Context: an optimization exercise on an open-source flow, tuned for small area, a short achievable clock period and few clock cycles per item. The choices shown serve that exercise and are no tape-out recipe.
In this exercise RTL edits were held to simulation tests only and were not proved equivalent to the original.

## tea_cipher_engine
module tea_cipher_engine #(
  parameter int          ROUNDS     = 32,
  parameter bit          READY_COMB = 1'b0,   
  parameter int          ADDER      = 2,
  parameter logic [31:0] DELTA      = 32'h9E3779B9
) (
  input  logic         clk,
  input  logic         reset,
  input  logic         in_valid,
  output logic         in_ready,
  input  logic         in_mode,
  input  logic [63:0]  in_data,
  input  logic [127:0] in_key,
  output logic         out_valid,
  input  logic         out_ready,
  output logic [63:0]  out_data,
  output logic         out_mode,
  output logic         busy
);
export LEC_CHECK = 0
export CAP_MARGIN = 20
export CORE_MARGIN = 2
export CORE_UTILIZATION = 40
export SLEW_MARGIN = 20
create_clock -name core_clock -period 12.0 [get_ports {clk}]
standard.sh (not shown) runs the stock make flow with config.mk's settings and CLKGATE_MAP_FILE= SYNTH_SCRIPT=/design/flow/synth_recipe.tcl, a recipe that flattens the netlist after the stock synthesis.
==> flow/flow/run.sh <==
#!/bin/bash
# Standard ORFS layout with three changes:
# - synthesis is synth_recipe.tcl with ABC run on flow/map.abc (delay-targeted mapping),
# - no full/half-adder cell extraction before ABC, so ABC sees the whole datapath,
# - timing repair aims at a setup margin of 8 ns, well past what the 12 ns clock needs.
# The make output goes to make_finish.log; each step's full log is under orfs/logs/.
set -euo pipefail
W=$(pwd)
export MY_ABC_SCRIPT=$W/flow/map.abc
export MY_ABC_D=3000
bash standard.sh SYNTH_SCRIPT=$W/flow/synth.tcl ADDER_MAP_FILE= SETUP_SLACK_MARGIN=8 finish > $W/make_finish.log 2>&1
==> flow/flow/map.abc <==
strash
dch
map -D 3000
topo
buffer -c
upsize -c
dnsize -c
==> flow/flow/synth.tcl <==
proc synth {args} { yosys synth -nofsm -noshare {*}$args }
# ABC with yosys's own delay-driven script (no -script) and the delay target MY_ABC_D ps.
proc abc {args} {
  set out {}
  set skip 0
  foreach a $args {
    if {$skip} { set skip 0; continue }
    if {$a eq "-script" || $a eq "-D"} { set skip 1; continue }
    lappend out $a
  }
  if {[info exists ::env(MY_ABC_SCRIPT)] && $::env(MY_ABC_SCRIPT) ne ""} { lappend out -script $::env(MY_ABC_SCRIPT) }
  lappend out -D $::env(MY_ABC_D)
  puts "abc override: $out"
  yosys abc {*}$out
}
source $::env(SCRIPTS_DIR)/synth.tcl
# left out here: clear keep_hierarchy, flatten, clean up, hide names made inside functions, write 1_2_yosys.v
The baseline completed without violations.
Testbench counts at the start, summed over its fixed seeds: cycles 85,105, items 1,280.
Rerun with:
--- a/flow/flow/run.sh
+++ b/flow/flow/run.sh
@@ -2 +2 @@
-# Standard ORFS layout with three changes:
+# Standard ORFS layout with these changes:
@@ -5 +5,2 @@
-# - timing repair aims at a setup margin of 8 ns, well past what the 12 ns clock needs.
+# - ports are buffered with the smallest buffer, buf_1,
+# - timing repair aims at a setup margin of 7 ns, well past what the 12 ns clock needs.
@@ -11 +12,2 @@
-bash standard.sh SYNTH_SCRIPT=$W/flow/synth.tcl ADDER_MAP_FILE= SETUP_SLACK_MARGIN=8 finish > $W/make_finish.log 2>&1
+bash standard.sh SYNTH_SCRIPT=$W/flow/synth.tcl ADDER_MAP_FILE= SETUP_SLACK_MARGIN=7 \
+  "BUFFER_PORTS_ARGS=-buffer_cell sky130_fd_sc_hd__buf_1" finish > $W/make_finish.log 2>&1
--- a/flow/config.mk
+++ b/flow/config.mk
@@ -10 +10,3 @@
-export CORE_UTILIZATION = 40
+export CORE_UTILIZATION = 55
+export CTS_CLUSTER_DIAMETER = 60
+export CTS_CLUSTER_SIZE = 20
Outcome:
- The new run ran to the end with no violations
- non-clock buffer count fell by 172
- hold slack gets worse by 0.0052 ns
- synthesized area is unchanged
- utilization rose by 6.0 points
- clock-buffer cell count fell by 14
- first-iteration DRC count fell by about a fifth
- worst setup slack gets worse by 0.22 ns
Rerun with:
--- a/flow/flow/run.sh
+++ b/flow/flow/run.sh
@@ -6 +6 @@
-# - timing repair aims at a setup margin of 7 ns, well past what the 12 ns clock needs.
+# - timing repair aims at a setup margin of 6 ns, well past what the 12 ns clock needs.
@@ -12 +12 @@
-bash standard.sh SYNTH_SCRIPT=$W/flow/synth.tcl ADDER_MAP_FILE= SETUP_SLACK_MARGIN=7 \
+bash standard.sh SYNTH_SCRIPT=$W/flow/synth.tcl ADDER_MAP_FILE= SETUP_SLACK_MARGIN=6 \
--- a/flow/config.mk
+++ b/flow/config.mk
@@ -10,3 +10 @@
-export CORE_UTILIZATION = 55
-export CTS_CLUSTER_DIAMETER = 60
-export CTS_CLUSTER_SIZE = 20
+export CORE_UTILIZATION = 40
Outcome: Area after synthesis does not change. Final cell count is higher by 4.8%. Setup slack got worse by 0.43 ns. Global-route usage decreases by 5.8 points. Synthesized cell count does not change. Critical path depth fell by 2. Sequential cell count stays the same. Die area is higher by 37%.
Rerun with:
--- a/flow/flow/run.sh
+++ b/flow/flow/run.sh
@@ -6 +6 @@
-# - timing repair aims at a setup margin of 6 ns, well past what the 12 ns clock needs.
+# - timing repair aims at a setup margin of 7 ns, well past what the 12 ns clock needs.
@@ -12 +12 @@
-bash standard.sh SYNTH_SCRIPT=$W/flow/synth.tcl ADDER_MAP_FILE= SETUP_SLACK_MARGIN=6 \
+bash standard.sh SYNTH_SCRIPT=$W/flow/synth.tcl ADDER_MAP_FILE= SETUP_SLACK_MARGIN=7 \
--- a/flow/config.mk
+++ b/flow/config.mk
@@ -10 +10,2 @@
-export CORE_UTILIZATION = 40
+export CORE_UTILIZATION = 55
+export PLACE_DENSITY = 0.75
After rerunning: Non-clock buffer count went up by 11. Die area went down by 27%. Final area is about the same. Clock-buffer cell count went down by 12. Hold slack gets better by 0.0041 ns. Core utilization went up by 18 points. Worst setup slack gets better by 0.45 ns. Synthesized area stays the same. Global-route usage went up by 6.8 points. Wire length went down by 6.6%. Via count went up by 1.5%.
Rerun with:
--- a/flow/flow/run.sh
+++ b/flow/flow/run.sh
@@ -11 +11 @@
-export MY_ABC_D=3000
+export MY_ABC_D=3250
==> flow/flow/map.abc (replaced) <==
strash
dch
map -D 3250
topo
buffer -c
upsize -c
dnsize -c
--- a/flow/config.mk
+++ b/flow/config.mk
@@ -11 +10,0 @@
-export PLACE_DENSITY = 0.75
Final cell count is about the same.
Routed wire length went down by 3.6%.
Clock-buffer cell count grows by 4.
Utilization hardly moves.
Sequential share of layout area grows by 0.12 points.


build 79:
Starting RTL as in the previous note.
==> flow/config.mk <==
export PLATFORM = sky130hd
export DESIGN_NAME = tea_cipher_engine
export DESIGN_NICKNAME = tea_cipher_engine
export VERILOG_FILES = /design/flow/design.v
export SDC_FILE = /design/flow/constraint.sdc
export NUM_CORES = 4
export LEC_CHECK = 0
export CAP_MARGIN = 20
export CORE_MARGIN = 2
export CORE_UTILIZATION = 40
export SLEW_MARGIN = 20
==> flow/constraint.sdc <==
create_clock -name core_clock -period 12.0 [get_ports {clk}]
set_input_delay 2.4000 -clock core_clock [delete_from_list [all_inputs] [get_ports {clk}]]
set_output_delay 2.4000 -clock core_clock [all_outputs]
set_load 0.01 [all_outputs]
==> flow/flow/run.sh <==
#!/bin/bash
# Standard ORFS layout with these changes:
# - synthesis is synth_recipe.tcl with ABC run on flow/map.abc (delay-targeted mapping),
# - no full/half-adder cell extraction before ABC, so ABC sees the whole datapath,
# - ports are buffered with the smallest buffer, buf_1,
# - timing repair aims at a setup margin of 7 ns, well past what the 12 ns clock needs.
# The make output goes to make_finish.log; each step's full log is under orfs/logs/.
set -euo pipefail
W=$(pwd)
export MY_ABC_SCRIPT=$W/flow/map.abc
export MY_ABC_D=3000
bash standard.sh SYNTH_SCRIPT=$W/flow/synth.tcl ADDER_MAP_FILE= SETUP_SLACK_MARGIN=7 \
  "BUFFER_PORTS_ARGS=-buffer_cell sky130_fd_sc_hd__buf_1" finish > $W/make_finish.log 2>&1
==> flow/flow/map.abc <==
strash
dch
map -D 3000
topo
buffer -c
upsize -c
dnsize -c
Scripts as last shown in full above: flow/flow/synth.tcl
Testbench counts of build 79, summed over its fixed seeds: cycles 85,105, items 1,280.
## Diff of input files: build 70 against build 79
-- flow/flow/run.sh --
<<< build 79, line 11
export MY_ABC_D=3000
>>> build 70, line 11
export MY_ABC_D=4000
-- flow/flow/map.abc --
<<< build 79, line 3
map -D 3000
>>> build 70, line 3
map -D 4000
-- flow/config.mk --
<<< build 79, line 10
export CORE_UTILIZATION = 40
>>> build 70, line 10
export CORE_UTILIZATION = 55
[summary]
- Build 70 went all the way through the flow, and no timing, DRC or antenna check failed.
- Note that the post-route met1 wirelength recorded for build 79 amounts to 1.15 times the value seen in build 70.
- Build 79 -> build 70: adder-cell share of the synthesized area flat
diff inputs: build 70 => build 72
-- flow/flow/run.sh --
<<< build 70, line 6
# - timing repair aims at a setup margin of 7 ns, well past what the 12 ns clock needs.
>>> build 72, line 6
# - timing repair aims at a setup margin of 7.5 ns, well past what the 12 ns clock needs.
<<< build 70, line 11
export MY_ABC_D=4000
bash standard.sh SYNTH_SCRIPT=$W/flow/synth.tcl ADDER_MAP_FILE= SETUP_SLACK_MARGIN=7 \
>>> build 72, line 11
export MY_ABC_D=3000
bash standard.sh SYNTH_SCRIPT=$W/flow/synth.tcl ADDER_MAP_FILE= SETUP_SLACK_MARGIN=7.5 \
-- flow/flow/map.abc --
<<< build 70, line 3
map -D 4000
>>> build 72, line 3
map -D 3000
## What came out
- Build 70 → build 72: final net count picked up an extra about 0.45%; number of clock-tree buffers in the layout lost about 5%; portion of the clock cycle consumed by the worst path in the final layout lost 2.8 points.
- Re total core area: build 72 and build 70 aren't equal, and the lower value belongs to build 70.
- The post-synthesis instance area of build 72 exceeds that of build 70 by about 1.6%.
- Build 72 has post-route clock skew below what build 70 had.
- Build 72 packs its core more tightly than build 70.
- For the number of iterations in the first detailed-routing pass, build 72 came in 1 higher than build 70 did.
Edits applied to the flow inputs when going from build 72 to build 17:
-- flow/flow/run.sh --
<<< build 72, line 6
# - timing repair aims at a setup margin of 7.5 ns, well past what the 12 ns clock needs.
>>> build 17, line 6
# - timing repair aims at a setup margin of 7 ns, well past what the 12 ns clock needs.
<<< build 72, line 11
export MY_ABC_D=3000
bash standard.sh SYNTH_SCRIPT=$W/flow/synth.tcl ADDER_MAP_FILE= SETUP_SLACK_MARGIN=7.5 \
>>> build 17, line 11
export MY_ABC_D=2500
bash standard.sh SYNTH_SCRIPT=$W/flow/synth.tcl ADDER_MAP_FILE= SETUP_SLACK_MARGIN=7 \
-- flow/flow/map.abc --
<<< build 72, line 3
map -D 3000
>>> build 17, line 3
map -D 2500
--- outcome ---
For build 72, the cell with the largest stage delay on the worst path was edfxtp_1, unlike build 17, where it was o31ai_1.
[compare] base=build 72 new=build 17: max-slew headroom at the worst pin has increased; synthesized cell count has increased; count of cells along the worst register-to-register path has decreased; total routing resource utilization after global routing has increased.


tea_cipher_engine again, from the RTL that the note above started with.
Settings: LEC_CHECK=0, CAP_MARGIN=20, CORE_MARGIN=2, CORE_UTILIZATION=70, SLEW_MARGIN=20; clock period 12.0 ns.
==> flow/flow/run.sh <==
#!/bin/bash
# Standard ORFS layout with these changes:
# - synthesis is synth_recipe.tcl with ABC run on flow/map.abc (delay-targeted mapping),
# - no full/half-adder cell extraction before ABC, so ABC sees the whole datapath,
# - ports are buffered with the smallest buffer, buf_1,
# - timing repair aims at a setup margin of 7 ns, well past what the 12 ns clock needs.
# The make output goes to make_finish.log; each step's full log is under orfs/logs/.
set -euo pipefail
W=$(pwd)
export MY_ABC_SCRIPT=$W/flow/map.abc
export MY_ABC_D=3000
bash standard.sh SYNTH_SCRIPT=$W/flow/synth.tcl ADDER_MAP_FILE= SETUP_SLACK_MARGIN=7 \
  "BUFFER_PORTS_ARGS=-buffer_cell sky130_fd_sc_hd__buf_1" finish > $W/make_finish.log 2>&1
==> flow/flow/map.abc <==
strash
dch
map -D 3000
topo
buffer -c
upsize -c
dnsize -c
Scripts as last shown in full above: flow/flow/synth.tcl
Testbench counts at the start, summed over its fixed seeds: cycles 85,105, items 1,280.
Rerun with:
--- a/flow/flow/run.sh
+++ b/flow/flow/run.sh
@@ -5,2 +5,3 @@
 # - ports are buffered with the smallest buffer, buf_1,
+# - the buffers ABC inserted are removed before placement,
 # - timing repair aims at a setup margin of 7 ns, well past what the 12 ns clock needs.
@@ -11,3 +12,3 @@
 export MY_ABC_D=3000
-bash standard.sh SYNTH_SCRIPT=$W/flow/synth.tcl ADDER_MAP_FILE= SETUP_SLACK_MARGIN=7 \
+bash standard.sh SYNTH_SCRIPT=$W/flow/synth.tcl ADDER_MAP_FILE= REMOVE_ABC_BUFFERS=1 SETUP_SLACK_MARGIN=7 \
   "BUFFER_PORTS_ARGS=-buffer_cell sky130_fd_sc_hd__buf_1" finish > $W/make_finish.log 2>&1
--- a/flow/config.mk
+++ b/flow/config.mk
@@ -9,3 +9,3 @@
 export CORE_MARGIN = 2
-export CORE_UTILIZATION = 70
+export CORE_UTILIZATION = 55
 export SLEW_MARGIN = 20
What happened: Wire length went down by roughly a tenth. Fmax went up slightly. Cell count went up by a few percent. Design area went up slightly. Global-route usage went down by 12 points. Critical path depth went down by 4.


## v4
Starting RTL as in the previous note.
// tea_cipher_engine
module tea_cipher_engine #(
  parameter int          ROUNDS     = 32,
  parameter bit          READY_COMB = 1'b0,   
  parameter int          ADDER      = 2,
  parameter logic [31:0] DELTA      = 32'h9E3779B9
) (
  input  logic         clk,
  input  logic         reset,
  input  logic         in_valid,
  output logic         in_ready,
  input  logic         in_mode,
  input  logic [63:0]  in_data,
  input  logic [127:0] in_key,
  output logic         out_valid,
  input  logic         out_ready,
  output logic [63:0]  out_data,
  output logic         out_mode,
  output logic         busy
);
  localparam int HALVES = 2 * ROUNDS;
  localparam int CNT_W  = $clog2(HALVES);
  localparam int SIDX_W = CNT_W - 1;
  localparam logic [CNT_W-1:0] LAST_CNT = CNT_W'(HALVES - 1);
  if (ROUNDS < 2 || (ROUNDS & (ROUNDS - 1)) != 0) begin : g_bad_rounds
    $error("tea_cipher_engine: ROUNDS must be a power of two >= 2");
  end
  logic [31:0]      a_q, b_q;
  logic [127:0]     key_q;       
  logic [31:0]      sum_q;       
  logic             mode_q;
  logic             run_q;
  logic             pre_q;       
  logic [CNT_W-1:0] cnt_q;       
  logic             ov_q;
  function automatic logic [31:0] add32(input logic [31:0] a, input logic [31:0] b, input logic cin);
    logic [31:0] p, g, G, P;
    logic [31:0] c;
    if (ADDER == 0) begin
      add32 = a + b + {31'd0, cin};
    end else begin
      p = a ^ b;
      g = a & b;
      g[0] = g[0] | (p[0] & cin);
      G = g; P = p;
      if (ADDER == 1) begin
        for (int d = 1; d < 32; d = d * 2)
  ...
==> flow/config.mk <==
export PLATFORM = sky130hd
export DESIGN_NAME = tea_cipher_engine
export DESIGN_NICKNAME = tea_cipher_engine
export VERILOG_FILES = /design/flow/design.v
export SDC_FILE = /design/flow/constraint.sdc
export NUM_CORES = 4
export LEC_CHECK = 0
export CAP_MARGIN = 20
export CORE_MARGIN = 2
export CORE_UTILIZATION = 55
export GPL_ROUTABILITY_DRIVEN = 0
export SLEW_MARGIN = 20
==> flow/constraint.sdc <==
create_clock -name core_clock -period 12.0 [get_ports {clk}]
set_input_delay 2.4000 -clock core_clock [delete_from_list [all_inputs] [get_ports {clk}]]
set_output_delay 2.4000 -clock core_clock [all_outputs]
set_load 0.01 [all_outputs]
==> flow/flow/run.sh <==
#!/bin/bash
# Standard ORFS layout with these changes:
# - synthesis is synth_recipe.tcl with ABC run on flow/map.abc (delay-targeted mapping),
# - no full/half-adder cell extraction before ABC, so ABC sees the whole datapath,
# - ports are buffered with the smallest buffer, buf_1,
# - timing repair aims at a setup margin of 7 ns, well past what the 12 ns clock needs.
# The make output goes to make_finish.log; each step's full log is under orfs/logs/.
set -euo pipefail
W=$(pwd)
export MY_ABC_SCRIPT=$W/flow/map.abc
export MY_ABC_D=3000
bash standard.sh SYNTH_SCRIPT=$W/flow/synth.tcl ADDER_MAP_FILE= SETUP_SLACK_MARGIN=7 \
  "BUFFER_PORTS_ARGS=-buffer_cell sky130_fd_sc_hd__buf_1" finish > $W/make_finish.log 2>&1
Scripts as last shown in full above: flow/flow/map.abc, flow/flow/synth.tcl
Testbench counts of v4, summed over its fixed seeds: cycles 85,105, items 1,280.
### v4 -> v11
- clearing GPL_ROUTABILITY_DRIVEN, which used to be 0
- swapping 55 for 40 in CORE_UTILIZATION
==> flow/flow/run.sh <==
#!/bin/bash
# Standard ORFS layout with three changes:
# - synthesis is synth_recipe.tcl with ABC run on flow/map.abc (delay-targeted mapping),
# - no full/half-adder cell extraction before ABC, so ABC sees the whole datapath,
# - timing repair aims at a setup margin of 7 ns, well past what the 12 ns clock needs.
# The make output goes to make_finish.log; each step's full log is under orfs/logs/.
set -euo pipefail
W=$(pwd)
export MY_ABC_SCRIPT=$W/flow/map.abc
export MY_ABC_D=3000
bash standard.sh SYNTH_SCRIPT=$W/flow/synth.tcl ADDER_MAP_FILE= SETUP_SLACK_MARGIN=7 finish > $W/make_finish.log 2>&1
- Row final worst slack: v11 lower / v4 higher
- Compared to v4, v11 has share of the cycle needed by the critical path after routing 0.21 points higher.
- Overall fraction of global-route tracks in use for v11 is lower than for v4.
- What v4 reported for die area has to be multiplied by 1.4 to get the figure for v11.
- Compared with v4, v11 shows a ratio of routed vias to standard cells that is about 5% lower.
- The routed wire length per instance in v11 is 1.10 times that in v4.
- For the synthesis-to-finish area growth, v11 came in 14 points higher than v4 did.
Changes in v54 relative to v11:
- swapping 40 for 55 in CORE_UTILIZATION
- putting CTS_BUF_LIST at sky130_fd_sc_hd__clkbuf_4 sky130_fd_sc_hd__clkbuf_8 where nothing was set
==> flow/flow/run.sh <==
#!/bin/bash
# Standard ORFS layout with these changes:
# - synthesis is synth_recipe.tcl with ABC run on flow/map.abc (delay-targeted mapping),
# - no full/half-adder cell extraction before ABC, so ABC sees the whole datapath,
# - ports are buffered with the smallest buffer, buf_1,
# - timing repair aims at a setup margin of 7 ns, well past what the 12 ns clock needs.
# The make output goes to make_finish.log; each step's full log is under orfs/logs/.
set -euo pipefail
W=$(pwd)
export MY_ABC_SCRIPT=$W/flow/map.abc
export MY_ABC_D=3000
bash standard.sh SYNTH_SCRIPT=$W/flow/synth.tcl ADDER_MAP_FILE= SETUP_SLACK_MARGIN=7 \
  "BUFFER_PORTS_ARGS=-buffer_cell sky130_fd_sc_hd__buf_1" finish > $W/make_finish.log 2>&1
[summary]
- Per the comparison of v54 with v11, initial antenna violation count fell by 1, flip-flop and latch count closely matched the old numbers.
- v11 ended up with flip-flop to output port as its startpoint-to-endpoint class of the critical path; v54 ended up with flip-flop to flip-flop.
- v54 -> v11: post-synthesis cell area delta 0, exact match
--- input diff v54..v36 ---
- CTS_BUF_LIST removed (was sky130_fd_sc_hd__clkbuf_4 sky130_fd_sc_hd__clkbuf_8)
- v36 completed end to end with timing, DRC and antenna clean.
- In the tables for v54 and v36, setup slack reads lower with v54.
- v36: share of the cycle needed by the critical path after routing lower than v54
- v36 against v54; non-clock buffer count is up slightly.
- v36 vs. v54: routed wire length has remained practically unchanged.
- Cell count along the critical path in v36 vs v54: up about 9%
- v36 ended up with a lower tightest hold margin than v54 did.
- Detail-routed net length per standard cell: v54 and v36 compared, lower one is v54

what the ideal ports hide:
Ports are ideal in the flow. The routed layouts listed here were re-timed in OpenROAD.
Step 1, drivers: a clkbuf_16 drives clk and a buf_2 each remaining input, both assumed.
Step 2 times the ports against the registers' clock, not the clock port: input delays grow and output delays shrink by t, the midpoint of the rising clock arrivals with the driver on.
Three values: ideal, step 1, step 2; two values: the first two.
| run | t (ns) | setup slack, ns | latest minus earliest clock arrival (ns) | pins driven straight from the clock port |
|---|---|---|---|---|
| the first run of note 1 | 0.626 | 7.463 / 7.463 / 7.463 | 0.023 / 0.022 | 1 |
| the second run of note 1 | 0.583 | 7.239 / 7.239 / 7.239 | 0.028 / 0.029 | 1 |
| the third run of note 1 | 0.625 | 6.804 / 6.804 / 6.804 | 0.021 / 0.022 | 1 |
| the fourth run of note 1 | 0.595 | 7.254 / 7.254 / 7.254 | 0.016 / 0.017 | 1 |
| the fifth run of note 1 | 0.591 | 7.269 / 7.235 / 7.269 | 0.025 / 0.024 | 1 |
| build 79 | 0.623 | 7.270 / 7.270 / 7.270 | 0.022 / 0.022 | 1 |
| build 70 | 0.597 | 6.922 / 6.922 / 6.922 | 0.018 / 0.018 | 1 |
| build 72 | 0.590 | 7.258 / 7.258 / 7.258 | 0.011 / 0.012 | 1 |
| build 17 | 0.602 | 7.290 / 7.290 / 7.290 | 0.022 / 0.022 | 1 |
| the first run of note 3 | 0.581 | 7.132 / 7.132 / 7.132 | 0.010 / 0.010 | 1 |
| the second run of note 3 | 0.595 | 7.170 / 7.170 / 7.170 | 0.012 / 0.013 | 1 |
| v4 | 0.591 | 7.226 / 7.226 / 7.226 | 0.019 / 0.019 | 1 |
| v11 | 0.625 | 7.201 / 7.145 / 7.282 | 0.021 / 0.022 | 1 |
| v54 | 0.607 | 7.241 / 7.241 / 7.241 | 0.027 / 0.027 | 1 |
| v36 | 0.585 | 7.288 / 7.288 / 7.288 | 0.012 / 0.013 | 1 |
After both steps setup and hold are still met in every run listed.
